Source: an optimization exercise on an open RTL-to-GDS flow (aim: small area and a short achievable clock period). Production flows keep margins and buffers that such runs may drop. No run shown here included a check of the RTL's function; only the layout flow was run. Power and IR drop assume default switching activity.

[design.v]
`timescale 1ns/100ps
package csr_pkg;
    typedef enum logic [1:0] {
        csr_op_rw = 2'b01,
        csr_op_rs = 2'b10,
        csr_op_rc = 2'b11
    } csr_op_e;
    typedef enum logic [1:0] {
        priv_user    = 2'b00,
        priv_machine = 2'b11
    } priv_e;
    typedef enum logic [4:0] {
        csr_sel_none,
        csr_sel_mstatus,
        csr_sel_misa,
        csr_sel_mtvec,
        csr_sel_mscratch,
        csr_sel_mepc,
        csr_sel_mcause,
        csr_sel_mhartid,
        csr_sel_mcycle,
        csr_sel_mcycleh,
        csr_sel_minstret,
        csr_sel_minstreth,
        csr_sel_cycle,
        csr_sel_cycleh,
        csr_sel_instret,
        csr_sel_instreth
    } csr_sel_e;
    typedef struct packed {
        logic [18:0] zero_hi;
        logic [1:0]  mpp;
        logic [2:0]  zero_mid;
        logic        mpie;
        logic [2:0]  zero_lo2;
        logic        mie;
        logic [2:0]  zero_lo;
    } mstatus_t;
endpackage
`timescale 1ns/100ps
module csr_g_nor2 (input logic a, b, output logic y);
    assign y = !(a || b);
endmodule
module csr_g_nor3 (input logic a, b, c, output logic y);
    assign y = !(a || b || c);
endmodule
module csr_g_nor3b (input logic a, b, cn, output logic y);
    assign y = !(a || b || !cn);
endmodule
module csr_g_nor4bb (input logic a, b, cn, dn, output logic y);
    assign y = !(a || b || !cn || !dn);
endmodule
module csr_g_and3b (input logic an, b, c, output logic y);
    assign y = !an && b && c;
endmodule
module csr_g_and3 (input logic a, b, c, output logic y);
    assign y = a && b && c;
endmodule
module csr_g_and4bb (input logic an, bn, c, d, output logic y);
    assign y = !an && !bn && c && d;
endmodule
module csr_g_nor2b (input logic a, bn, output logic y);
    assign y = !(a || !bn);
endmodule
module csr_g_nand3 (input logic a, b, c, output logic y);
    assign y = !(a && b && c);
endmodule
module csr_g_nand4 (input logic a, b, c, d, output logic y);
    assign y = !(a && b && c && d);
endmodule
module csr_illegal (
    input  logic [11:0] a,
    input  logic        new_request,
    input  logic        pm,
    output logic        illegal
);
    logic x, xb, z543, z543b, z620, z_ab7, z21, m61, m620, h_f0, f_765, f_3142, h_b, h_c;
    csr_g_and3   g_x     (.a(pm), .b(a[9]), .c(a[8]), .y(x));           
    csr_g_and3   g_xb    (.a(pm), .b(a[9]), .c(a[8]), .y(xb));
    csr_g_nor3   g_z543  (.a(a[5]), .b(a[4]), .c(a[3]), .y(z543));
    csr_g_nor3   g_z543b (.a(a[5]), .b(a[4]), .c(a[3]), .y(z543b));
    csr_g_nor3   g_z620  (.a(a[6]), .b(a[2]), .c(a[0]), .y(z620));
    csr_g_nor3   g_zab7  (.a(a[11]), .b(a[10]), .c(a[7]), .y(z_ab7));
    csr_g_nor2   g_z21   (.a(a[2]), .b(a[1]), .y(z21));
    csr_g_nor3b  g_m61   (.a(a[6]), .b(a[1]), .cn(a[0]), .y(m61));      
    csr_g_nor3b  g_m620  (.a(a[2]), .b(a[0]), .cn(a[6]), .y(m620));     
    csr_g_and3b  g_hf0   (.an(a[0]), .b(a[11]), .c(a[10]), .y(h_f0));   
    csr_g_nor3   g_f765  (.a(a[7]), .b(a[6]), .c(a[5]), .y(f_765));
    csr_g_nor4bb g_f3142 (.a(a[3]), .b(a[1]), .cn(a[4]), .dn(a[2]), .y(f_3142));  
    csr_g_nor2b  g_hb    (.a(a[10]), .bn(a[11]), .y(h_b));              
    csr_g_and4bb g_hc    (.an(a[9]), .bn(a[8]), .c(a[11]), .d(a[10]), .y(h_c));  
    logic n1a, n1b, n1c, n2, n3, n4;
    csr_g_nand4 g_n1a (.a(x), .b(z_ab7), .c(z543), .d(z21),  .y(n1a));
    csr_g_nand4 g_n1b (.a(x), .b(z_ab7), .c(z543), .d(m61),  .y(n1b));
    csr_g_nand4 g_n1c (.a(x), .b(z_ab7), .c(z543), .d(m620), .y(n1c));
    csr_g_nand4 g_n2  (.a(xb), .b(h_f0),  .c(f_765), .d(f_3142), .y(n2));
    csr_g_nand4 g_n3  (.a(xb), .b(h_b),   .c(z543b), .d(z620), .y(n3));
    csr_g_nand3 g_n4  (.a(h_c), .b(z543b), .c(z620), .y(n4));
    logic u1, u2;
    csr_g_nand3 g_u1 (.a(n1a), .b(n1b), .c(n1c), .y(u1));
    csr_g_nand3 g_u2 (.a(n2),  .b(n3),  .c(n4),  .y(u2));
    csr_g_nor3b g_ill (.a(u1), .b(u2), .cn(new_request), .y(illegal));
endmodule
module csr_g_a222oi (input logic a1, a2, b1, b2, c1, c2, output logic y);
    assign y = !((a1 && a2) || (b1 && b2) || (c1 && c2));
endmodule
module csr_g_a22oi (input logic a1, a2, b1, b2, output logic y);
    assign y = !((a1 && a2) || (b1 && b2));
endmodule
module csr_g_nand2 (input logic a, b, output logic y);
    assign y = !(a && b);
endmodule
module csr_g_and2 (input logic a, b, output logic y);
    assign y = a && b;
endmodule
module csr_g_and4 (input logic a, b, c, d, output logic y);
    assign y = a && b && c && d;
endmodule
module csr_g_a21o (input logic a1, a2, b1, output logic y);
    assign y = (a1 && a2) || b1;
endmodule
module csr_g_inv (input logic a, output logic y);
    assign y = !a;
endmodule
`timescale 1ns/100ps
module csr_ctr_prefix (
    input  logic [63:0] q,
    output logic [63:0] p
);
    logic [15:0] nl1, nl2, nl3, na;
    for (genvar g = 0; g < 16; g++) begin : g_grp
        csr_g_inv   g_l1 (.a(q[4*g]), .y(nl1[g]));
        csr_g_nand2 g_l2 (.a(q[4*g]), .b(q[4*g+1]), .y(nl2[g]));
        csr_g_nand3 g_l3 (.a(q[4*g]), .b(q[4*g+1]), .c(q[4*g+2]), .y(nl3[g]));
        csr_g_nand4 g_l4 (.a(q[4*g]), .b(q[4*g+1]), .c(q[4*g+2]), .d(q[4*g+3]), .y(na[g]));
    end
    logic [3:0] sl1, sl2, sl3, sh, nsa;
    for (genvar s = 0; s < 4; s++) begin : g_sup
        csr_g_inv   g_s1 (.a(na[4*s]), .y(sl1[s]));
        csr_g_nor2  g_s2 (.a(na[4*s]), .b(na[4*s+1]), .y(sl2[s]));
        csr_g_nor3  g_s3 (.a(na[4*s]), .b(na[4*s+1]), .c(na[4*s+2]), .y(sl3[s]));
        csr_g_nor2  g_sh (.a(na[4*s+2]), .b(na[4*s+3]), .y(sh[s]));
        csr_g_nand2 g_sa (.a(sl2[s]), .b(sh[s]), .y(nsa[s]));
    end
    logic [3:1] sg;
    csr_g_inv  g_sg1 (.a(nsa[0]), .y(sg[1]));
    csr_g_nor2 g_sg2 (.a(nsa[0]), .b(nsa[1]), .y(sg[2]));
    csr_g_nor3 g_sg3 (.a(nsa[0]), .b(nsa[1]), .c(nsa[2]), .y(sg[3]));
    logic [15:1] ng;
    assign ng[1] = na[0];
    csr_g_inv g_ng2 (.a(sl2[0]), .y(ng[2]));
    csr_g_inv g_ng3 (.a(sl3[0]), .y(ng[3]));
    assign ng[4] = nsa[0];
    csr_g_inv g_ng8  (.a(sg[2]), .y(ng[8]));
    csr_g_inv g_ng12 (.a(sg[3]), .y(ng[12]));
    for (genvar s = 1; s < 4; s++) begin : g_ng
        csr_g_nand2 g_j1 (.a(sg[s]), .b(sl1[s]), .y(ng[4*s+1]));
        csr_g_nand2 g_j2 (.a(sg[s]), .b(sl2[s]), .y(ng[4*s+2]));
        csr_g_nand2 g_j3 (.a(sg[s]), .b(sl3[s]), .y(ng[4*s+3]));
    end
    assign p[0] = 1'b1;
    assign p[1] = q[0];
    csr_g_inv g_p2 (.a(nl2[0]), .y(p[2]));
    csr_g_inv g_p3 (.a(nl3[0]), .y(p[3]));
    for (genvar g = 1; g < 16; g++) begin : g_p
        csr_g_inv  g_k0 (.a(ng[g]), .y(p[4*g]));
        csr_g_nor2 g_k1 (.a(ng[g]), .b(nl1[g]), .y(p[4*g+1]));
        csr_g_nor2 g_k2 (.a(ng[g]), .b(nl2[g]), .y(p[4*g+2]));
        csr_g_nor2 g_k3 (.a(ng[g]), .b(nl3[g]), .y(p[4*g+3]));
    end
endmodule
`timescale 1ns/100ps
module csr_read_mux (
    input  logic        s_st, s_isa, s_tv, s_sc, s_ep, s_ca,
    input  logic        s_cl, s_ch, s_il, s_ih,
    input  logic [31:0] mstatus_v,
    input  logic [31:0] mtvec_v, mscratch_v, mepc_v, mcause_v,
    input  logic [63:0] cyc, ins,
    output logic [31:0] rdata
);
    localparam logic [31:0] MSTATUS_BITS = 32'h0000_1888;
    localparam logic [31:0] MISA_BITS    = 32'h4000_0100;
    logic n_isa;
    assign n_isa = !s_isa;
    for (genvar i = 0; i < 32; i++) begin : g_bit
        logic t1, t2, t3, t4;
        if (i >= 2) begin : g_full
            csr_g_a222oi g_t1 (.a1(s_sc), .a2(mscratch_v[i]), .b1(s_ep), .b2(mepc_v[i]),
                               .c1(s_ca), .c2(mcause_v[i]), .y(t1));
            csr_g_a22oi  g_t3 (.a1(s_ih), .a2(ins[32+i]), .b1(s_tv), .b2(mtvec_v[i]), .y(t3));
        end else begin : g_low
            csr_g_a22oi  g_t1 (.a1(s_sc), .a2(mscratch_v[i]), .b1(s_ca), .b2(mcause_v[i]), .y(t1));
            csr_g_nand2  g_t3 (.a(s_ih), .b(ins[32+i]), .y(t3));
        end
        csr_g_a222oi g_t2 (.a1(s_cl), .a2(cyc[i]), .b1(s_ch), .b2(cyc[32+i]),
                           .c1(s_il), .c2(ins[i]), .y(t2));
        if (MSTATUS_BITS[i]) begin : g_st
            csr_g_nand2 g_t4 (.a(s_st), .b(mstatus_v[i]), .y(t4));
            csr_g_nand4 g_y  (.a(t1), .b(t2), .c(t3), .d(t4), .y(rdata[i]));
        end else if (MISA_BITS[i]) begin : g_isa
            csr_g_nand4 g_y  (.a(t1), .b(t2), .c(t3), .d(n_isa), .y(rdata[i]));
        end else begin : g_plain
            csr_g_nand3 g_y  (.a(t1), .b(t2), .c(t3), .y(rdata[i]));
        end
    end
endmodule
`timescale 1ns/100ps
module csr_unit (
    input  logic                      clk,
    input  logic                      rst,
    input  logic                      new_request,
    input  logic [12-1:0]    csr_addr,
    input  logic [1:0]                csr_op,
    input  logic [32-1:0]      rs1,
    input  logic                      read_regs,
    input  logic                      commit,
    input  logic                      exception_valid,
    input  logic [4-1:0]   exception_code,
    input  logic [32-1:0]      exception_pc,
    input  logic                      mret,
    input  logic                      instruction_complete,
    output logic                      csr_exception,
    output logic [32-1:0]      wb_csr,
    output logic [32-1:0]      trap_pc,
    output logic [32-1:0]      csr_mepc,
    output logic [1:0]                current_privilege
);
    logic        pm;
    logic        pm_dec;
    logic        mie, mpie;
    logic [1:0]  mpp;
    logic [31:2] mtvec;
    logic [31:2] mepc;
    logic [31:0] mcause;
    logic [31:0] mscratch;
    logic [63:0] mcycle;
    logic [63:0] minstret;
    logic        instret_inc;
    logic [11:0] a;
    assign a = csr_addr;
    logic is_m3, is_ctr, is_ctr_m;
    logic h_mstatus, h_misa, h_mtvec, h_mscratch, h_mepc, h_mcause, h_mhartid;
    logic h_cyc_lo, h_cyc_hi, h_ins_lo, h_ins_hi;
    assign is_m3      = a[11:8] == 4'h3;
    assign h_mstatus  = is_m3 && a[7:0] == 8'h00;
    assign h_misa     = is_m3 && a[7:0] == 8'h01;
    assign h_mtvec    = is_m3 && a[7:0] == 8'h05;
    assign h_mscratch = is_m3 && a[7:0] == 8'h40;
    assign h_mepc     = is_m3 && a[7:0] == 8'h41;
    assign h_mcause   = is_m3 && a[7:0] == 8'h42;
    assign h_mhartid  = a == 12'hF14;
    assign is_ctr     = (a[11:8] == 4'hB || a[11:8] == 4'hC) && a[6:2] == 5'd0 && !a[0];
    assign is_ctr_m   = is_ctr && !a[10];
    assign h_cyc_lo   = is_ctr && !a[7] && !a[1];
    assign h_cyc_hi   = is_ctr &&  a[7] && !a[1];
    assign h_ins_lo   = is_ctr && !a[7] &&  a[1];
    assign h_ins_hi   = is_ctr &&  a[7] &&  a[1];
    csr_illegal illegal_i (
        .a           (a),
        .new_request (new_request),
        .pm          (pm_dec),
        .illegal     (csr_exception)
    );
    logic [31:0] wd, wdr;
    always_comb begin
        case (csr_op)
            2'b10:   wd = wb_csr | rs1;
            2'b11:   wd = wb_csr & ~rs1;
            default: wd = rs1;
        endcase
    end
    assign wdr = wd & {32{!rst}};
    logic wm;
    logic we_mstatus, we_mtvec, we_mscratch, we_mepc, we_mcause;
    logic we_cyc_lo, we_cyc_hi, we_ins_lo, we_ins_hi;
    assign wm          = commit && pm;
    assign we_mstatus  = wm && h_mstatus;
    assign we_mtvec    = wm && h_mtvec;
    assign we_mscratch = wm && h_mscratch;
    assign we_mepc     = wm && h_mepc;
    assign we_mcause   = wm && h_mcause;
    assign we_cyc_lo   = wm && is_ctr_m && !a[7] && !a[1];
    assign we_cyc_hi   = wm && is_ctr_m &&  a[7] && !a[1];
    assign we_ins_lo   = wm && is_ctr_m && !a[7] &&  a[1];
    assign we_ins_hi   = wm && is_ctr_m &&  a[7] &&  a[1];
    always_ff @(posedge clk) begin
        if (rst) begin
            pm   <= 1'b1;
            mie  <= 1'b0;
            mpie <= 1'b0;
            mpp  <= 2'b11;
        end else if (exception_valid) begin
            pm   <= 1'b1;
            mpie <= mie;
            mie  <= 1'b0;
            mpp  <= {pm, pm};
        end else if (mret) begin
            pm   <= mpp == 2'b11;
            mie  <= mpie;
            mpie <= 1'b1;
            mpp  <= 2'b00;
        end else if (we_mstatus) begin
            mie  <= wd[3];
            mpie <= wd[7];
            mpp  <= wd[12:11];
        end
    end
    logic pm_dec_nx;
    csr_g_a21o g_pm_dec_nx (.a1(mpp[1]), .a2(mpp[0]), .b1(exception_valid), .y(pm_dec_nx));
    always_ff @(posedge clk) begin
        if (rst)
            pm_dec <= 1'b1;
        else if (exception_valid || mret)
            pm_dec <= pm_dec_nx;
    end
    always_ff @(posedge clk) begin
        if (rst || we_mtvec)
            mtvec <= wdr[31:2];
        if (rst || we_mscratch)
            mscratch <= wdr;
        if (rst || exception_valid || we_mepc)
            mepc <= (exception_valid ? exception_pc[31:2] : wd[31:2]) & {30{!rst}};
        if (rst || exception_valid || we_mcause)
            mcause <= (exception_valid ? {28'd0, exception_code} : wd) & {32{!rst}};
    end
    logic [63:0] cyc_p, ins_p, cyc_nx, ins_nx;
    logic        cyc_en, ins_en;
    csr_ctr_prefix cyc_prefix_i (.q(mcycle),   .p(cyc_p));
    csr_ctr_prefix ins_prefix_i (.q(minstret), .p(ins_p));
    assign cyc_en = !(we_cyc_lo || we_cyc_hi);
    assign ins_en = instret_inc && !(we_ins_lo || we_ins_hi);
    assign cyc_nx = mcycle ^ (cyc_p & {64{cyc_en}});
    assign ins_nx = minstret ^ (ins_p & {64{ins_en}});
    always_ff @(posedge clk) begin
        instret_inc <= instruction_complete && !rst;
        mcycle[31:0]    <= (rst || we_cyc_lo) ? wdr : cyc_nx[31:0];
        mcycle[63:32]   <= (rst || we_cyc_hi) ? wdr : cyc_nx[63:32];
        minstret[31:0]  <= (rst || we_ins_lo) ? wdr : ins_nx[31:0];
        minstret[63:32] <= (rst || we_ins_hi) ? wdr : ins_nx[63:32];
    end
    logic        rd;
    logic [31:0] rdata;
    assign rd = read_regs && !rst;
    csr_read_mux read_i (
        .s_st       (rd && h_mstatus),
        .s_isa      (rd && h_misa),
        .s_tv       (rd && h_mtvec),
        .s_sc       (rd && h_mscratch),
        .s_ep       (rd && h_mepc),
        .s_ca       (rd && h_mcause),
        .s_cl       (rd && h_cyc_lo),
        .s_ch       (rd && h_cyc_hi),
        .s_il       (rd && h_ins_lo),
        .s_ih       (rd && h_ins_hi),
        .mstatus_v  ({19'd0, mpp, 3'd0, mpie, 3'd0, mie, 3'd0}),
        .mtvec_v    ({mtvec, 2'b00}),
        .mscratch_v (mscratch),
        .mepc_v     ({mepc, 2'b00}),
        .mcause_v   (mcause),
        .cyc        (mcycle),
        .ins        (minstret),
        .rdata      (rdata)
    );
    always_ff @(posedge clk)
        wb_csr <= rdata;
    assign trap_pc           = {mtvec, 2'b00};
    assign csr_mepc          = {mepc, 2'b00};
    assign current_privilege = {pm, pm};
endmodule
[flow/run.sh]
#!/bin/bash
# Standard layout, with the port buffers inserted as buf_1 (the resizer sizes them up where timing needs it)
set -euo pipefail
export BUFFER_PORTS_ARGS="-buffer_cell sky130_fd_sc_hd__buf_1"
bash standard.sh finish > standard.log 2>&1
[standard.sh]
#!/bin/bash
# synth_recipe.tcl (not shown) runs the flow's synth.tcl, then flattens the netlist and writes it again
# the make line also repeats each setting of config.mk as NAME=value (left out here)
make -C /OpenROAD-flow-scripts/flow DESIGN_CONFIG=/design/flow/config.mk WORK_HOME=/design/flow/orfs CLKGATE_MAP_FILE= SYNTH_SCRIPT=/design/flow/synth_recipe.tcl "${@:-finish}"
[config.mk]
export PLATFORM = sky130hd
export DESIGN_NAME = csr_unit
export DESIGN_NICKNAME = csr_unit
export VERILOG_FILES = /design/flow/design.v
export SDC_FILE = /design/flow/constraint.sdc
export NUM_CORES = 4
export LEC_CHECK = 0
export CAP_MARGIN = 20
export CORE_MARGIN = 2
export CORE_UTILIZATION = 40
export SETUP_SLACK_MARGIN = 1.75
export SLEW_MARGIN = 20
export SYNTH_HIERARCHICAL = 1
[constraint.sdc]
create_clock -name core_clock -period 4.2 [get_ports {clk}]
set_input_delay 0.8400 -clock core_clock [delete_from_list [all_inputs] [get_ports {clk}]]
set_output_delay 0.8400 -clock core_clock [all_outputs]
set_load 0.01 [all_outputs]
==> results of run 1 <==
==> per-layer routing <==
metal | wire length (microns) | vias up | GRT usage | part of all wire
li1 | - | 6380 | - | -
met1 | 22240 | 6559 | 0.3389 | 0.45
met2 | 23160 | 436 | 0.4045 | 0.47
met3 | 3172 | 51 | 0.02475 | 0.064
met4 | 728 | 0 | 0.04256 | 0.015
met5 | 0 | - | 0 | 0
==> power by group <==
part	internal, mW	leakage (nW)	total (mW)	switching [mW]
sequential	3.08	2.61	3.14	0.0660
combinational	0.144	3.06	0.459	0.316
clock	1.54	0.493	2.68	1.14
==> how the worst max path moves through the flow <==
| stage | from | to | depth (start not counted) |
|---|---|---|---|
| global route | csr_addr[4] | csr_exception | 6 |
| global placement | csr_addr[5] | wb_csr[8] | 7 |
| CTS | csr_addr[5] | mcycle[5] | 7 |
| detailed placement | csr_addr[5] | wb_csr[6] | 7 |
| floorplan | csr_addr[5] | wb_csr[11] | 5 |
| finish | csr_addr[11] | csr_exception | 6 |
==> per-stage QoR <==
step,util,power (mW)
3_5_place_dp,0.4343,3.628
4_1_cts,0.4687,6.306
5_1_grt,0.4751,6.504
2_1_floorplan,-,3.424
6_report,0.4751,6.280
3_3_place_gp,0.4343,3.617
==> worst max-delay path, stage by stage <==
cell and delay, ps:
buf_6 110, and4bb_2 230, nand3_2 70, nand3_2 70
nor3b_2 160, buf_2 140
==> Yosys stat by module, one instance, submodules excluded, excerpt <==
module	cells inside	copies in the design	flip-flops and latches
csr_unit	1176	1	291
csr_g_nor2b	1	1	0
csr_g_and4bb	1	1	0
csr_g_nor3b	1	3	0
csr_g_nor4bb	1	1	0
csr_g_a222oi	1	62	0
csr_g_nor3	1	15	0
csr_g_a21o	1	1	0
csr_g_nand4	1	41	0
csr_g_and3	1	2	0
csr_g_nand3	1	61	0
csr_g_nand2	1	62	0
csr_read_mux	1	1	0
csr_g_inv	1	80	0
csr_g_nor2	1	107	0
==> layout make-up <==
| class | instances | area (sq um) |
|---|---|---|
| fill | 3665 | 19680 |
| multi-input combinational | 1151 | 7287 |
| sequential | 291 | 7076 |
| timing repair buffer | 241 | 1389 |
| clock buffer | 41 | 854.6 |
| tap | 511 | 639.4 |
| inverter | 117 | 439.2 |
| clock inverter | 16 | 126.4 |
==> sequential cells by signal, summed over array words and instances (netlist names) <==
signal / cells
instret_inc: 1
mcause: 32
mcycle: 64
mepc: 30
mie: 1
minstret: 64
mpie: 1
mpp: 2
mscratch: 32
mtvec: 30
pm: 1
pm_dec: 1
wb_csr: 32
==> cell usage in the layout, fill, tap and decap left out, types with 63 or more instances in the layout <==
master and instances:
nor3_1 64, nand3_1 127, o22ai_1 63, nor2_1 151, buf_1 166, nand2_1 145
o21ai_0 74, xnor2_1 64, xor2_1 64, dfxtp_1 160, edfxtp_1 124, a31oi_1 64
inv_1 116
==> what timing repair did <==
item | CTS | global route
buffers inserted | 13 | 17
endpoints found under the setup margin | 151 | 125
cloned | 0 | 2
resized for setup | 59 | 16
hold buffers | 0 | 0
pin swaps | 15 | 18
==> cells by family (layout without fill, tap and decap cells) <==
family,count (synthesis),count (layout),share of synthesized area
AND/OR/NAND/NOR,637,637,0.2086
AO/OA/AOI/OAI,375,377,0.1762
flip-flops,291,291,0.4669
buffers and inverters,216,415,0.07151
XOR/XNOR,128,128,0.07407
other,3,6,0.0007440
multiplexers,3,3,0.001984
==> results_dict.tcl, run 1 <==
set metrics [dict create \
    io_pins 189 \
    cp_max_fo 6 \
    fin_cells 2368 \
    period_needed_ps 2479 \
    routedWlPerCell_microns 20.82 \
    netlist_area_sq_um 15130 \
    hpwl_mm 31.46 \
    yosys.area.top_type "edfxtp_1" \
    place_ws_ps 622.6 \
    p_leak_nw 6.163 \
    fin_setup_tns_ps 0 \
    syn2layout_area_growth_pct 17.68 \
    peakVddDrop_v 0.0003481 \
    gp_congestion 0.8497 \
    die-area_sq_um 39410 \
    min_path_cells 2 \
    p_per_area_nw_per_um2 352.6 \
    finalHoldViolations 0 \
    fin_skew_ps 9.697 \
    avgSynthCellArea_sq_um 9.156 \
    whs_ps 485.8 \
    r2r_setup_slack_ps 1820 \
    grt-ovfl-total 0 \
    diodes 0 \
    synth.most_common_cell "dfxtp_1" \
    hold_class "reg2reg" \
    min_from "mpie" \
    dr_total_vias 13430 \
    clk_pin_slew_ps 60 \
    vias_per_cell 5.670 \
    grt_usage 0.2405 \
    cp.required_ps 3360 \
    ys_types 56 \
    first_pass_iters 6 \
    ys_top_cells_by_count "dfxtp_1 (167), nor2_1 (159), nand2_1 (151)" \
    yosysSeqAreaShare 0.4669 \
    ys_async_sr_fraction 0 \
    grt_pass1_wl_mm 73.79 \
    first_iter_violations 1433 \
    clk_path_buf_depth 3 \
    wirelength_mm 49.31 \
    clkLatencyLatePin_ps 560 \
    fmax_mhz 403.4 \
    endpoint_kind "output pin" \
    finalNetCount 1923 \
    path_class "in2out" \
    placed_area_sq_um 16280 \
    die_h_microns 198.5 \
    crit_arrival_ps 1640 \
    htreeDepth 1 \
    dp.cells 2279 \
    synth_top_area_frac 0.2460 \
    tightest_slew_ps 949.4 \
    hold_path_end "mpie" \
    yosysWarningCount 7 \
    die_w_microns 198.5 \
    antenna_found_initial 0 \
    timing.rr.start "mcycle[0]" \
    r2r_end "mcycle[63]" \
    ys_ff_latch 291 \
    clock_sinks 291 \
    crit_path_start_kind "input port" \
    cts_tree "done" \
    route.detailed.drc 0 \
    antenna_left 0 \
    setup_violations 0 \
    initial_utilization 0.4037 \
    drv_cap 0 \
    grt_pass1_vias 12540 \
    relSlewSlack 0.3657 \
    synth.top_cells.by_area "edfxtp_1 (25%), dfxtp_1 (22%), nand3_1 (4.3%)" \
    rows 71 \
    root_buffer "clkbuf_16" \
    post-route-period-util 0.5903 \
    drive_gt1_frac 0.1282 \
    synthCells 1653 \
    reg2regPathDepth 10 \
    synth_edf_count 124 \
    placeableCoreArea_sq_um 37490 \
    finalWorstSetupSlack_ps 1721 \
    synthFlopType "dfxtp_1" \
    grt_max_degree 117 \
    finalInstanceArea_sq_um 17810 \
    status "finished clean" \
    portBuffers 182 \
    grt_setup_unrepaired "true" \
    final_max_slew_viol_count 0 \
    cts_buffers 31 \
]
==> inputs of run 2 (changes only) <==
--- a/config.mk
+++ b/config.mk
@@ -9,3 +9,3 @@
 export CORE_MARGIN = 2
-export CORE_UTILIZATION = 40
+export CORE_UTILIZATION = 60
 export SETUP_SLACK_MARGIN = 1.75
==> results_dict.tcl, run 2 <==
set metrics [dict create \
    final_max_slew_viol_count 0 \
    dp.cells 2099 \
    finalHoldViolations 0 \
    clk_path_buf_depth 3 \
    io_pins 189 \
    synthAdderAreaFrac 0 \
    root_buffer "clkbuf_16" \
    reg_top3 "mcycle (64), minstret (64)" \
    yosysWarningCount 7 \
    drive_gt1_frac 0.1309 \
    reg2regPathDepth 10 \
    hpwl_mm 28.52 \
    synth.top_cells.by_area "edfxtp_1 (25%), dfxtp_1 (22%), nand3_1 (4.3%)" \
    peakVddDrop_v 0.0003985 \
    grt_pass1_vias 12400 \
    r2r_setup_slack_ps 1850 \
    power_mw 6.409 \
    synth.most_common_cell "dfxtp_1" \
    cp_max_fo 6 \
    crit_arrival_ps 1700 \
    crit_path_max_incr_delay_ps 180 \
    final_common_cell "buf_1" \
    clk_pin_slew_ps 50 \
    path_class "in2out" \
    die-area_sq_um 26510 \
    crit_chain "buf_4 -> and3_4 -> nand4_1 -> nand3_2 -> nor3b_2 -> buf_2" \
    gp_congestion 0.9120 \
    synth_edf_count 124 \
    slowest_stage "and3_4" \
    clkLatencyLatePin_ps 510 \
    synthSimpleGateAreaFrac 0.2086 \
    ys_types 56 \
    fmax_mhz 393.7 \
    dr_total_vias 13750 \
    post-route-period-util 0.6047 \
    finalNetCount 1929 \
    hold_class "reg2reg" \
    antenna_left 0 \
    first_pass_iters 6 \
    fin_cells 2194 \
    synthFlopType "dfxtp_1" \
    die_w_microns 162.8 \
    placed_area_sq_um 16070 \
    ys_ff_latch 291 \
    yosysSeqAreaShare 0.4669 \
    die_h_microns 162.8 \
    diodes 0 \
    place_ws_ps 939.8 \
    crit_path_start_kind "input port" \
    synth_compound_area_frac 0.1762 \
    ys_top_cells_by_count "dfxtp_1 (167), nor2_1 (159), nand2_1 (151)" \
    avgSynthCellArea_sq_um 9.156 \
    first_iter_violations 1574 \
    initial_utilization 0.6063 \
    p_per_area_nw_per_um2 362.4 \
    portBuffers 182 \
    grt_pass1_wl_mm 69.90 \
    period_needed_ps 2540 \
    htreeDepth 2 \
    fin_util 0.7085 \
    placeableCoreArea_sq_um 24960 \
    critPathBufInv 2 \
    crit_family "simple AND/OR/NAND/NOR gates" \
    route.detailed.drc 0 \
    cts_tree "done" \
    finalWorstSetupSlack_ps 1660 \
    tightest_slew_ps 937.1 \
    synthXorXnorAreaFrac 0.07407 \
    vias_per_cell 6.268 \
    synth_top_area_frac 0.2460 \
    synthCells 1653 \
    syn2layout_area_growth_pct 16.87 \
    cp.required_ps 3360 \
    ys_async_sr_fraction 0 \
    r2r_end "mcycle[63]" \
    fillers 1987 \
    clock_sinks 291 \
    endpoint_kind "output pin" \
    fin_skew_ps 20.80 \
    finalInstanceArea_sq_um 17690 \
    relSlewSlack 0.3725 \
    rows 58 \
    drv_cap 0 \
    cts_buffers 34 \
    crit_path_end "csr_exception" \
    grt_max_degree 69 \
    netlist_area_sq_um 15130 \
    timing.rr.start "mcycle[32]" \
    grt-ovfl-total 0 \
    synthMuxAreaShare 0.001984 \
    wirelength_mm 46.45 \
    grt_usage 0.3379 \
    synth_top_family_by_area "simple AND/OR/NAND/NOR gates" \
    routedWlPerCell_microns 21.17 \
    grt_setup_unrepaired "true" \
    path_depth 6 \
    whs_ps 479.5 \
    antenna_found_initial 0 \
    status "finished clean" \
    fin_setup_tns_ps 0 \
    yosys.area.top_type "edfxtp_1" \
    p_leak_nw 6.195 \
    setup_violations 0 \
    critPathLaunch "csr_addr[8]" \
    most-common-layout-cells "buf_1 (166), dfxtp_1 (160), nor2_1 (150)" \
]
==> run 2: cell counts after synthesis <==
Identical to the previous run, type by type.
==> run 2: routing by layer <==
metal  GRT usage  vias to the layer above  share of wire
met1      0.4778                     6584           0.42
li1            -                     6403              -
met5           0                        -              0
met4     0.08930                        0          0.024
met3     0.04915                       85          0.085
met2      0.5464                      681           0.47
==> run 2: kinds of logic (layout without fill, tap and decap cells) <==
group                  after synthesis  after routing
other                                3              6
XOR/XNOR                           128            128
AO/OA/AOI/OAI                      375            376
multiplexers                         3              3
AND/OR/NAND/NOR                    637            638
flip-flops                         291            291
buffers and inverters              216            422
==> run 2: worst min path at each step <==
stage            to  from  depth (start not counted)  slack, ps
2_1_floorplan  mpie  mpie                          2        440
3_3_place_gp   mpie  mpie                          2        460
3_5_place_dp   mpie  mpie                          2        470
4_1_cts        mpie  mpie                          2        480
5_1_grt        mpie  mpie                          2        500
6_report       mpie  mpie                          2        480
==> run 2: timing repair <==
action,in CTS,in global routing
gates resized for setup,26,49
setup endpoints to repair,192,199
cloned,1,1
pin swaps,8,20
setup buffers,6,26
hold buffers,0,0
==> run 2: per-module statistics from Yosys (local to each module, per instance), excerpt <==
module / cell area [sq um] / flip-flops and latches / copies in the design / cells
csr_g_inv: 3.754 / 0 / 80 / 1
csr_g_nand3: 5.005 / 0 / 61 / 1
csr_g_and4bb: 12.51 / 0 / 1 / 1
csr_g_nor2b: 13.76 / 0 / 1 / 1
csr_g_and3: 6.256 / 0 / 2 / 1
csr_g_nor3b: 12.51 / 0 / 3 / 1
csr_g_a21o: 7.507 / 0 / 1 / 1
csr_ctr_prefix: 18.77 / 0 / 2 / 3
csr_g_and3b: 8.758 / 0 / 1 / 1
csr_g_a222oi: 10.01 / 0 / 62 / 1
csr_g_nor4bb: 12.51 / 0 / 1 / 1
csr_g_nor2: 3.754 / 0 / 107 / 1
csr_g_nand2: 3.754 / 0 / 62 / 1
csr_g_a22oi: 12.51 / 0 / 32 / 1
==> run 2: area by class of cell <==
cell class                 count  area, sq um  area share
clock buffer                  43        945.9     0.05348
clock inverter                18        115.1    0.006508
inverter                     117        439.2     0.02483
multi-input combinational   1151         7271      0.4111
sequential                   291         7076      0.4000
tap                          330        412.9     0.02334
timing repair buffer         244         1428     0.08072
==> run 2: worst register-to-register path, delay by kind of cell (launching register included) <==
kind,cells,cell delay (ps)
xor+xnor,1,130
compound gates,2,240
flops,1,460
simple gates,7,1380
==> run 2: report_power, final <==
part	leakage, nW	switching [mW]	total (mW)	internal [mW]
sequential	2.61	0.0662	3.14	3.08
combinational	3.05	0.310	0.463	0.153
clock	0.532	1.15	2.80	1.65
total	6.20	1.53	6.41	4.88
==> inputs of run 3 (changes only) <==
--- a/config.mk
+++ b/config.mk
@@ -9,3 +9,6 @@
 export CORE_MARGIN = 2
-export CORE_UTILIZATION = 60
+export CORE_UTILIZATION = 40
+export CTS_BUF_LIST = sky130_fd_sc_hd__clkbuf_8
+export CTS_CLUSTER_DIAMETER = 60
+export CTS_CLUSTER_SIZE = 20
 export SETUP_SLACK_MARGIN = 1.75
==> results_dict.tcl, run 3 <==
set metrics [dict create \
    fin_skew_ps 51.95 \
    grt_setup_unrepaired "true" \
    crit_arrival_ps 1670 \
    clk_path_buf_depth 3 \
    rows 71 \
    period_needed_ps 2513 \
    route.detailed.drc 0 \
    yosysSeqAreaShare 0.4669 \
    clock_sinks 291 \
    p_per_area_nw_per_um2 310.9 \
    post-route-period-util 0.5983 \
    routedWlPerCell_microns 20.73 \
    io_pins 189 \
    gp_congestion 0.8497 \
    die-area_sq_um 39410 \
    fin_cells 2349 \
    path_class "in2out" \
    grt_use_met2 0.3973 \
    grt_pass1_wl_mm 73.06 \
    busiest_layer "met2" \
    first_iter_violations 1305 \
    htreeDepth 1 \
    r2r_end "mcycle[63]" \
    drv_cap 0 \
    placed_area_sq_um 16280 \
    ys_async_sr_fraction 0 \
    peakVddDrop_v 0.0001855 \
    diodes 0 \
    cts_tree "done" \
    first_pass_iters 6 \
    grt_max_degree 117 \
    ys_ff_latch 291 \
    initial_utilization 0.4037 \
    r2r_setup_slack_ps 1800 \
    yosys.area.top_type "edfxtp_1" \
    grt-ovfl-total 0 \
    ys_types 56 \
    portBuffers 182 \
    synthCells 1653 \
    netlist_area_sq_um 15130 \
    timing.rr.start "mcycle[3]" \
    die_w_microns 198.5 \
    final_max_slew_viol_count 0 \
    fin_setup_tns_ps 0 \
    fmax_mhz 397.9 \
    wirelength_mm 48.70 \
    grt_pass1_vias 12420 \
    hold_path_end "instret_inc" \
    reg2regPathDepth 10 \
    status "finished clean" \
    finalHoldViolations 0 \
    synthFlopType "dfxtp_1" \
    fillers 3718 \
    relSlewSlack 0.3749 \
    ys_top_cells_by_count "dfxtp_1 (167), nor2_1 (159), nand2_1 (151)" \
    grt_usage 0.2381 \
    syn2layout_area_growth_pct 14.05 \
    yosysWarningCount 7 \
    clkLatencyLatePin_ps 610 \
    final_common_cell "buf_1" \
    vias_per_cell 5.661 \
    antenna_left 0 \
    cts_buffers 26 \
    endpoint_kind "output pin" \
    p_leak_nw 5.892 \
    antenna_found_initial 0 \
    dr_total_vias 13300 \
    min_from "instruction_complete" \
    crit_path_start_kind "input port" \
    avgSynthCellArea_sq_um 9.156 \
    hpwl_mm 31.46 \
    placeableCoreArea_sq_um 37490 \
    min_path_cells 2 \
    finalNetCount 1908 \
    drive_gt1_frac 0.1262 \
    cp.required_ps 3360 \
    critPathLaunch "csr_addr[8]" \
    clk_pin_slew_ps 110 \
    gr-usage-met1 0.3386 \
    setup_violations 0 \
    synth_top_area_frac 0.2460 \
    reg_top3 "mcycle (64), minstret (64)" \
    most-common-layout-cells "buf_1 (166), dfxtp_1 (155), nor2_1 (151)" \
    root_buffer "clkbuf_8" \
    synth.top_cells.by_area "edfxtp_1 (25%), dfxtp_1 (22%), nand3_1 (4.3%)" \
    finalInstanceArea_sq_um 17260 \
    dp.cells 2279 \
    cp_max_fo 6 \
    die_h_microns 198.5 \
    hold_class "in2reg" \
    tightest_slew_ps 935.7 \
    synth_edf_count 124 \
    power_mw 5.366 \
    use_met3 0.02102 \
    synth.most_common_cell "dfxtp_1" \
]
-- run 3: where the power goes --
group	total, mW	internal, mW	switching (mW)	leakage (nW)
logic	0.446	0.135	0.311	3.00
registers	3.14	3.07	0.0664	2.61
clock network	1.78	0.670	1.11	0.282
-- run 3: repair_timing --
action,4_1_cts,5_1_grt
setup buffers,9,12
gates cloned,0,1
pin swaps,6,19
hold buffers,0,0
endpoints found under the setup margin,128,111
gates resized for setup,24,52
-- run 3: worst max path at each step --
stage | to | slack (ps) | cells past startpoint
global route | csr_exception | 1610 | 6
finish | csr_exception | 1690 | 6
CTS | csr_exception | 1620 | 6
global placement | wb_csr[8] | 670 | 7
detailed placement | wb_csr[6] | 620 | 7
floorplan | wb_csr[11] | 1330 | 5
-- run 3: critical path, stage by stage --
cell and delay [ps]:
buf_4 120, and4bb_2 240, nand3_2 90, nand3_2 90, nor3b_2 150, buf_2 140
-- run 3: cell type report --
cell class	count	area, sq um	area share
multi-input combinational	1150	7272	0.4213
sequential	291	7082	0.4103
timing repair buffer	232	1279	0.07409
tap	511	639.4	0.03704
inverter	117	439.2	0.02544
clock buffer	27	371.6	0.02153
clock inverter	21	177.7	0.01029
-- run 3: cell families (layout without fill, tap and decap cells) --
kind of cell / after synthesis / after routing / share of synthesized area
multiplexers: 3 / 3 / 0.001984
AO/OA/AOI/OAI: 375 / 376 / 0.1762
AND/OR/NAND/NOR: 637 / 637 / 0.2086
other: 3 / 6 / 0.0007440
flip-flops: 291 / 291 / 0.4669
XOR/XNOR: 128 / 128 / 0.07407
buffers and inverters: 216 / 397 / 0.07151
-- run 3: Yosys stat by module, one instance, submodules excluded, excerpt --
| module | times used | cells | cell area [sq um] | flip-flops and latches |
|---|---|---|---|---|
| csr_g_nand4 | 41 | 1 | 6.256 | 0 |
| csr_unit | 1 | 1176 | 12320 | 291 |
| csr_g_inv | 80 | 1 | 3.754 | 0 |
| csr_g_and3 | 2 | 1 | 6.256 | 0 |
| csr_g_and4bb | 1 | 1 | 12.51 | 0 |
| csr_read_mux | 1 | 1 | 3.754 | 0 |
| csr_g_and3b | 1 | 1 | 8.758 | 0 |
| csr_g_nand2 | 62 | 1 | 3.754 | 0 |
| csr_g_a21o | 1 | 1 | 7.507 | 0 |
| csr_g_a222oi | 62 | 1 | 10.01 | 0 |
| csr_ctr_prefix | 2 | 3 | 18.77 | 0 |
| csr_g_nand3 | 61 | 1 | 5.005 | 0 |
| csr_g_nor3 | 15 | 1 | 10.01 | 0 |
| csr_g_nor3b | 3 | 1 | 12.51 | 0 |
| csr_g_nor2 | 107 | 1 | 3.754 | 0 |
-- run 3: metal layers --
metal,vias to the layer above,wire length (microns),part of all wire
met5,-,0,0
li1,6333,-,-
met1,6490,21990,0.45
met3,43,3200,0.066
met4,0,750,0.015
met2,432,22760,0.47
-- run 3: through the flow --
step / util / hold slack, ps / setup WS [ps]
floorplan: - / 442.0 / 1330
global placement: 0.4343 / 461.5 / 665.1
detailed placement: 0.4343 / 471.5 / 622.6
CTS: 0.4526 / 411.5 / 1620
global route: 0.4604 / 434.3 / 1613
finish: 0.4604 / 433.3 / 1687
==> inputs of run 4 (changes only) <==
--- a/design.v
+++ b/design.v
@@ -124,6 +124,19 @@
 endmodule
+module csr_g_xor2 (input logic a, b, output logic y);
+    assign y = a ^ b;
+endmodule
+module csr_g_xnor2 (input logic a, b, output logic y);
+    assign y = !(a ^ b);
+endmodule
+module csr_g_mux2i (input logic a0, a1, s, output logic y);
+    assign y = !(s ? a1 : a0);
+endmodule
 `timescale 1ns/100ps
-module csr_ctr_prefix (
+module csr_ctr_next (
     input  logic [63:0] q,
-    output logic [63:0] p
+    input  logic        ncin,      
+    input  logic        sel_lo,    
+    input  logic        sel_hi,    
+    input  logic [31:0] wdrn,      
+    output logic [63:0] d
 );
@@ -160,11 +173,17 @@
     end
-    assign p[0] = 1'b1;
-    assign p[1] = q[0];
-    csr_g_inv g_p2 (.a(nl2[0]), .y(p[2]));
-    csr_g_inv g_p3 (.a(nl3[0]), .y(p[3]));
-    for (genvar g = 1; g < 16; g++) begin : g_p
-        csr_g_inv  g_k0 (.a(ng[g]), .y(p[4*g]));
-        csr_g_nor2 g_k1 (.a(ng[g]), .b(nl1[g]), .y(p[4*g+1]));
-        csr_g_nor2 g_k2 (.a(ng[g]), .b(nl2[g]), .y(p[4*g+2]));
-        csr_g_nor2 g_k3 (.a(ng[g]), .b(nl3[g]), .y(p[4*g+3]));
+    logic [63:0] c;
+    csr_g_inv  g_c0 (.a(ncin), .y(c[0]));
+    csr_g_nor2 g_c1 (.a(nl1[0]), .b(ncin), .y(c[1]));
+    csr_g_nor2 g_c2 (.a(nl2[0]), .b(ncin), .y(c[2]));
+    csr_g_nor2 g_c3 (.a(nl3[0]), .b(ncin), .y(c[3]));
+    for (genvar g = 1; g < 16; g++) begin : g_c
+        csr_g_nor2 g_k0 (.a(ng[g]), .b(ncin), .y(c[4*g]));
+        csr_g_nor3 g_k1 (.a(ng[g]), .b(nl1[g]), .c(ncin), .y(c[4*g+1]));
+        csr_g_nor3 g_k2 (.a(ng[g]), .b(nl2[g]), .c(ncin), .y(c[4*g+2]));
+        csr_g_nor3 g_k3 (.a(ng[g]), .b(nl3[g]), .c(ncin), .y(c[4*g+3]));
+    end
+    for (genvar i = 0; i < 64; i++) begin : g_bit
+        logic nt;
+        csr_g_xnor2 g_t (.a(q[i]), .b(c[i]), .y(nt));
+        csr_g_mux2i g_d (.a0(nt), .a1(wdrn[i % 32]), .s(i < 32 ? sel_lo : sel_hi), .y(d[i]));
     end
@@ -325,16 +344,25 @@
     end
-    logic [63:0] cyc_p, ins_p, cyc_nx, ins_nx;
-    logic        cyc_en, ins_en;
-    csr_ctr_prefix cyc_prefix_i (.q(mcycle),   .p(cyc_p));
-    csr_ctr_prefix ins_prefix_i (.q(minstret), .p(ins_p));
-    assign cyc_en = !(we_cyc_lo || we_cyc_hi);
-    assign ins_en = instret_inc && !(we_ins_lo || we_ins_hi);
-    assign cyc_nx = mcycle ^ (cyc_p & {64{cyc_en}});
-    assign ins_nx = minstret ^ (ins_p & {64{ins_en}});
+    logic [63:0] cyc_d, ins_d;
+    logic [31:0] wdrn;
+    assign wdrn = ~wdr;
+    csr_ctr_next cyc_next_i (
+        .q      (mcycle),
+        .ncin   (we_cyc_lo || we_cyc_hi),
+        .sel_lo (rst || we_cyc_lo),
+        .sel_hi (rst || we_cyc_hi),
+        .wdrn   (wdrn),
+        .d      (cyc_d)
+    );
+    csr_ctr_next ins_next_i (
+        .q      (minstret),
+        .ncin   (!instret_inc || we_ins_lo || we_ins_hi),
+        .sel_lo (rst || we_ins_lo),
+        .sel_hi (rst || we_ins_hi),
+        .wdrn   (wdrn),
+        .d      (ins_d)
+    );
     always_ff @(posedge clk) begin
         instret_inc <= instruction_complete && !rst;
-        mcycle[31:0]    <= (rst || we_cyc_lo) ? wdr : cyc_nx[31:0];
-        mcycle[63:32]   <= (rst || we_cyc_hi) ? wdr : cyc_nx[63:32];
-        minstret[31:0]  <= (rst || we_ins_lo) ? wdr : ins_nx[31:0];
-        minstret[63:32] <= (rst || we_ins_hi) ? wdr : ins_nx[63:32];
+        mcycle      <= cyc_d;
+        minstret    <= ins_d;
     end
--- a/config.mk
+++ b/config.mk
@@ -12,3 +12,3 @@
 export CTS_CLUSTER_DIAMETER = 60
-export CTS_CLUSTER_SIZE = 20
+export CTS_CLUSTER_SIZE = 12
 export SETUP_SLACK_MARGIN = 1.75
==> results_dict.tcl, run 4 <==
set metrics [dict create \
    fin_cells 2125 \
    rows 70 \
    hpwl_mm 29.64 \
    netlist_area_sq_um 14660 \
    path_class "in2out" \
    clkLatencyLatePin_ps 610 \
    ys_types 50 \
    yosysSeqAreaShare 0.4820 \
    avgSynthCellArea_sq_um 10.56 \
    drive_gt1_frac 0.1841 \
    grt_pass1_wl_mm 67.12 \
    synthMuxAreaShare 0.08944 \
    r2r_setup_slack_ps 1940 \
    fin_skew_ps 32.15 \
    status "finished clean" \
    first_pass_iters 6 \
    hold_class "in2reg" \
    grt-ovfl-total 0 \
    portBuffers 182 \
    tightest_slew_ps 827.1 \
    whs_ps 463.8 \
    relSlewSlack 0.4468 \
    grt_pass1_vias 11360 \
    die_h_microns 195.4 \
    yosysWarningCount 7 \
    io_pins 189 \
    p_per_area_nw_per_um2 335.6 \
    grt_setup_unrepaired "true" \
    finalNetCount 1725 \
    hold_path_end "instret_inc" \
    ys_async_sr_fraction 0 \
    antenna_found_initial 0 \
    placeableCoreArea_sq_um 36350 \
    initial_utilization 0.4033 \
    dp.cells 2048 \
    fmax_mhz 393.8 \
    synth.top_cells.by_area "edfxtp_1 (25%), dfxtp_1 (23%), mux2i_1 (8.9%)" \
    synth_edf_count 124 \
    gp_congestion 0.8274 \
    grt_usage 0.2256 \
    synthSimpleGateAreaFrac 0.2129 \
    synth_compound_area_frac 0.1069 \
    clk_pin_slew_ps 70 \
    first_iter_violations 839 \
    diodes 0 \
    final_max_slew_viol_count 0 \
    cts_buffers 30 \
    wirelength_mm 44.65 \
    crit_path_start_kind "input port" \
    reg_top3 "mcycle (64), minstret (64)" \
    grt_max_degree 40 \
    reg2regPathDepth 6 \
    endpoint_kind "output pin" \
    die-area_sq_um 38200 \
    synthCells 1388 \
    synthFlopType "dfxtp_1" \
    p_leak_nw 6.116 \
    synth.most_common_cell "dfxtp_1" \
    drv_cap 0 \
    peakVddDrop_v 0.0002389 \
    most-common-layout-cells "buf_1 (167), dfxtp_1 (167), mux2i_1 (131)" \
    period_needed_ps 2540 \
    vias_per_cell 5.519 \
    synthAdderAreaFrac 0 \
    timing.rr.start "pm" \
    die_w_microns 195.4 \
    r2r_end "minstret[54]" \
    clk_path_buf_depth 3 \
    routedWlPerCell_microns 21.01 \
    synthXorXnorAreaFrac 0.07647 \
    post-route-period-util 0.6047 \
    htreeDepth 1 \
    setup_violations 0 \
    min_path_cells 2 \
    min_from "instruction_complete" \
    cp_max_fo 5 \
    dr_total_vias 11730 \
    root_buffer "clkbuf_8" \
    cp.required_ps 3360 \
    synth_top_family_by_area "simple AND/OR/NAND/NOR gates" \
    crit_arrival_ps 1700 \
    ys_ff_latch 291 \
    finalHoldViolations 0 \
    antenna_left 0 \
    synth_top_area_frac 0.2540 \
    cts_tree "done" \
    clock_sinks 291 \
    yosys.area.top_type "edfxtp_1" \
    ys_top_cells_by_count "dfxtp_1 (167), mux2i_1 (131), nand2_1 (131)" \
    syn2layout_area_growth_pct 17.94 \
    route.detailed.drc 0 \
]
run 4: changes by cell type in the layout (fill, tap and decap cells not counted), moves of 33 or more:
cell / delta
nor3_2: +92
nor3_1: -63
o22ai_1: -63
xor2_1: -64
xnor2_1: +64
nor2_1: -33
nand3_1: -61
mux2i_1: +128
o21ai_0: -45
a31oi_1: -64
run 4: how the worst max path moves through the flow:
stage / start / endpoint / cells after the start
2_1_floorplan: csr_addr[5] / mcycle[0] / 6
3_3_place_gp: csr_addr[10] / wb_csr[12] / 8
3_5_place_dp: csr_addr[10] / wb_csr[12] / 8
4_1_cts: csr_addr[1] / csr_exception / 7
5_1_grt: csr_addr[6] / csr_exception / 7
6_report: csr_addr[6] / csr_exception / 7
run 4: modules after synthesis (local to each module, per instance), excerpt:
module        cell area [sq um]  flip-flops and latches  times used
csr_g_nand2               3.754                       0          62
csr_g_and3                6.256                       0           2
csr_g_and3b               8.758                       0           1
csr_g_and4bb              12.51                       0           1
csr_g_nor4bb              12.51                       0           1
csr_g_nand4               6.256                       0          41
csr_g_a222oi              10.01                       0          62
csr_g_inv                 3.754                       0          50
run 4: through the flow:
step / util / worst slack [ps] / instance area [sq um] / power (mW) / setup TNS, ps
detailed placement: 0.4492 / 776.9 / 16330 / 4.097 / 0
floorplan: - / -319.1 / 14840 / 3.826 / -18780
CTS: 0.4703 / 1633 / 17100 / 5.839 / 0
finish: 0.4757 / 1660 / 17290 / 5.802 / 0
global placement: 0.4492 / 798.4 / 16330 / 4.075 / 0
global route: 0.4757 / 1607 / 17290 / 6.034 / 0
run 4: kinds of logic (layout without fill, tap and decap cells):
kind of cell | Yosys count | in the layout
and+or+nand+nor | 537 | 538
DFF | 291 | 291
AOI/OAI and AO/OA | 185 | 185
muxes | 131 | 131
xor gates and xnor gates | 128 | 128
buffers and inverters | 115 | 380
other | 1 | 4
run 4: final cells by class:
type,instances,area (sq um)
multi-input cells,986,7395
clock inverters,21,93.84
well taps,468,585.6
inverters,85,319.1
fillers,3423,19060
repair buffers,241,1376
clock buffers,33,454.2
flip-flops and latches,291,7067
run 4: repair_timing:
action,4_1_cts,5_1_grt
resized for setup,34,25
buffers inserted,10,7
gates cloned,2,4
pin swaps,9,8
endpoints found under the setup margin,264,203
hold buffers,0,0
run 4: critical path, cell delays in order:
cell and delay, ps:
buf_8 100, buf_6 120, nor3b_2 140, nand4_1 100
nand3_2 90, nor3b_2 160, buf_2 140
run 4: layer usage:
layer | part of all wire | vias up | wire length (microns) | GRT usage
li1 | - | 5565 | - | -
met1 | 0.45 | 5745 | 19990 | 0.3100
met2 | 0.48 | 358 | 21260 | 0.3869
met3 | 0.056 | 60 | 2483 | 0.02522
met4 | 0.021 | 0 | 917 | 0.04156
met5 | 0 | - | 0 | 0
run 4: power by group:
part	switching (mW)	internal, mW
clock	1.02	0.729
sequential	0.221	3.18
combinational	0.379	0.275
==> inputs of run 5 (changes only) <==
--- a/config.mk
+++ b/config.mk
@@ -10,5 +10,2 @@
 export CORE_UTILIZATION = 40
-export CTS_BUF_LIST = sky130_fd_sc_hd__clkbuf_8
-export CTS_CLUSTER_DIAMETER = 60
-export CTS_CLUSTER_SIZE = 12
 export SETUP_SLACK_MARGIN = 1.75
==> results_dict.tcl, run 5 <==
set metrics [dict create \
    finalInstanceArea_sq_um 18100 \
    clock_sinks 291 \
    grt_max_degree 40 \
    crit_path_max_incr_delay_ps 220 \
    fin_util 0.4980 \
    setup_violations 0 \
    avgSynthCellArea_sq_um 10.56 \
    min_from "pm_dec" \
    ys_async_sr_fraction 0 \
    initial_utilization 0.4033 \
    cp.required_ps 3360 \
    vias_per_cell 5.566 \
    portBuffers 182 \
    syn2layout_area_growth_pct 23.48 \
    netlist_area_sq_um 14660 \
    synth.most_common_cell "dfxtp_1" \
    relSlewSlack 0.4353 \
    peakVddDrop_v 0.0002881 \
    dr_total_vias 11880 \
    crit_path_start_kind "input port" \
    die_h_microns 195.4 \
    slowest_stage "nor3_2" \
    rows 70 \
    grt-ovfl-total 0 \
    antenna_left 0 \
    fin_cells 2135 \
    cp_max_fo 5 \
    p_leak_nw 6.422 \
    drv_cap 0 \
    grt_pass1_wl_mm 68.32 \
    hold_buffers 0 \
    yosys.area.top_type "edfxtp_1" \
    wirelength_mm 44.90 \
    route.detailed.drc 0 \
    synth_edf_count 124 \
    synthFlopType "dfxtp_1" \
    crit_arrival_ps 1690 \
    cts_tree "done" \
    diodes 0 \
    clk_path_buf_depth 3 \
    io_pins 189 \
    synthCells 1388 \
    routedWlPerCell_microns 21.03 \
    grt_setup_unrepaired "true" \
    tightest_slew_ps 844.4 \
    htreeDepth 2 \
    timing.rr.start "pm" \
    cts_buffers 34 \
    final_common_cell "dfxtp_1" \
    grt_usage 0.2303 \
    finalNetCount 1731 \
    crit_top_cell "buf_8" \
    dp.cells 2048 \
    path_class "in2out" \
    hold_class "reg2reg" \
    p_per_area_nw_per_um2 391.9 \
    whs_ps 488.2 \
    die_w_microns 195.4 \
    first_iter_violations 766 \
    ys_types 50 \
    synth.top_cells.by_area "edfxtp_1 (25%), dfxtp_1 (23%), mux2i_1 (8.9%)" \
    placed_area_sq_um 16330 \
    post-route-period-util 0.6030 \
    fmax_mhz 394.9 \
    yosysWarningCount 7 \
    yosysSeqAreaShare 0.4820 \
    endpoint_kind "output pin" \
    grt_pass1_vias 11590 \
    period_needed_ps 2532 \
    ys_ff_latch 291 \
    finalWorstSetupSlack_ps 1668 \
    placeableCoreArea_sq_um 36350 \
    first_pass_iters 6 \
    root_buffer "clkbuf_16" \
    die-area_sq_um 38200 \
    place_ws_ps 776.9 \
    most-common-layout-cells "dfxtp_1 (167), buf_1 (166), mux2i_1 (131)" \
    fin_skew_ps 23.47 \
    crit_chain "buf_8 -> buf_8 -> nor3_2 -> nand4_1 -> nand3_2 -> nor3b_2 -> buf_2" \
    ys_top_cells_by_count "dfxtp_1 (167), mux2i_1 (131), nand2_1 (131)" \
    drive_gt1_frac 0.2022 \
    finalHoldViolations 0 \
    clk_pin_slew_ps 60 \
    hpwl_mm 29.64 \
    final_max_slew_viol_count 0 \
    status "finished clean" \
    reg_top3 "mcycle (64), minstret (64)" \
    gp_congestion 0.8274 \
    clkLatencyLatePin_ps 520 \
    critPathLaunch "csr_addr[6]" \
    antenna_found_initial 0 \
    synth_top_area_frac 0.2540 \
]
## run 5: cell counts after synthesis
Identical to the previous run, type by type.
## run 5: metal layers
metal / track usage / wire length [microns] / vias to the layer above
met2: 0.3947 / 21530 / 392
met5: 0 / 0 / -
met3: 0.02867 / 2659 / 53
met4: 0.04778 / 633 / 0
met1: 0.3127 / 20070 / 5840
li1: - / - / 5599
## run 5: layout make-up
class	count	area [sq um]
inverter	85	319.1
clock buffer	40	903.4
fill	3336	18250
timing repair buffer	243	1511
sequential	291	7067
tap	468	585.6
clock inverter	22	241.5
multi-input combinational	986	7475
## run 5: power breakdown
part           internal (mW)  switching [mW]
clock                   1.80            1.22
combinational          0.282           0.384
sequential              3.19           0.221
## run 5: path summary, 6_finish.rpt
path                         to  cells after the start  slack (ps)
setup reg to reg    minstret[3]                      9        1890
hold reg to reg          pm_dec                      2         490
hold / removal           pm_dec                      2         490
setup / recovery  csr_exception                      7        1670
## run 5: timing repair
action                     CTS  global route
setup endpoints to repair  309           212
pin swaps                   12            17
setup buffers               17             2
cloned                       4             2
resized for setup           37            64
## run 5: through the flow
stage	TNS, ps	power [mW]
2_1_floorplan	-18780	3.826
3_3_place_gp	0	4.075
3_5_place_dp	0	4.097
4_1_cts	0	7.124
5_1_grt	0	7.343
6_report	0	7.094
## run 5: kinds of logic (layout without fill, tap and decap cells)
logic type                Yosys count  count (layout)  synth area share
buffers and inverters             115             390           0.03192
and+or+nand+nor                   537             538            0.2129
xor gates and xnor gates          128             128           0.07647
DFF                               291             291            0.4820
muxes                             131             131           0.08944
AOI/OAI and AO/OA                 185             185            0.1069
other                               1               4         0.0002558
## run 5: Yosys stat by module, one instance, submodules excluded, a selection
module / cell area [sq um] / cells / flops+latches
csr_g_and3: 6.256 / 1 / 0
csr_g_a222oi: 10.01 / 1 / 0
csr_g_nand4: 6.256 / 1 / 0
csr_g_a22oi: 12.51 / 1 / 0
csr_g_nor2b: 13.76 / 1 / 0
csr_g_nor3: 10.01 / 1 / 0
csr_g_mux2i: 10.01 / 1 / 0
csr_g_and4bb: 12.51 / 1 / 0
csr_g_nand3: 5.005 / 1 / 0
csr_g_xnor2: 8.758 / 1 / 0
csr_g_and3b: 8.758 / 1 / 0
csr_g_nor2: 3.754 / 1 / 0
csr_g_nand2: 3.754 / 1 / 0
csr_read_mux: 3.754 / 1 / 0
csr_g_nor3b: 12.51 / 1 / 0
csr_g_inv: 3.754 / 1 / 0
## run 5: critical path: cells and delay by family
kind | cells | cell delay (ps)
and+or+nand+nor | 4 | 500
buffers and inverters | 3 | 350

[separate check: timing with driven ports]
Ports are ideal in the flow. The routed layouts listed here were re-timed in OpenROAD. Step 1: set_driving_cell puts a clkbuf_16 on clk and a buf_2 on each other input, an assumption about the parent block. Step 2 also shifts input and output timing later by t, the mid clock arrival at the registers, as if the neighbouring blocks saw the same clock. Three values: ideal ports, drivers, drivers and shift; two values: the first two.
run | shift t [ns] | setup slack, ns | worst hold slack (ns) | worst setup path at the end | pins driven straight from the clock port
run 1 | 0.605 | 1.721 / 1.675 / 1.251 | 0.486 / 0.472 / 0.486 | input to register | 1
run 2 | 0.551 | 1.660 / 1.601 / 1.253 | 0.480 / 0.480 / 0.480 | input to register | 1
run 3 | 0.635 | 1.687 / 1.626 / 1.222 | 0.433 / 0.419 / 0.486 | input to register | 1
run 4 | 0.631 | 1.660 / 1.600 / 1.091 | 0.464 / 0.451 / 0.490 | input to register | 1
run 5 | 0.555 | 1.668 / 1.614 / 1.241 | 0.488 / 0.488 / 0.488 | input to register | 1
After both steps every run listed still meets setup and hold. The setup slack of run 4, which loses most, moves by -0.060 ns with the drivers and by -0.569 ns with both steps.
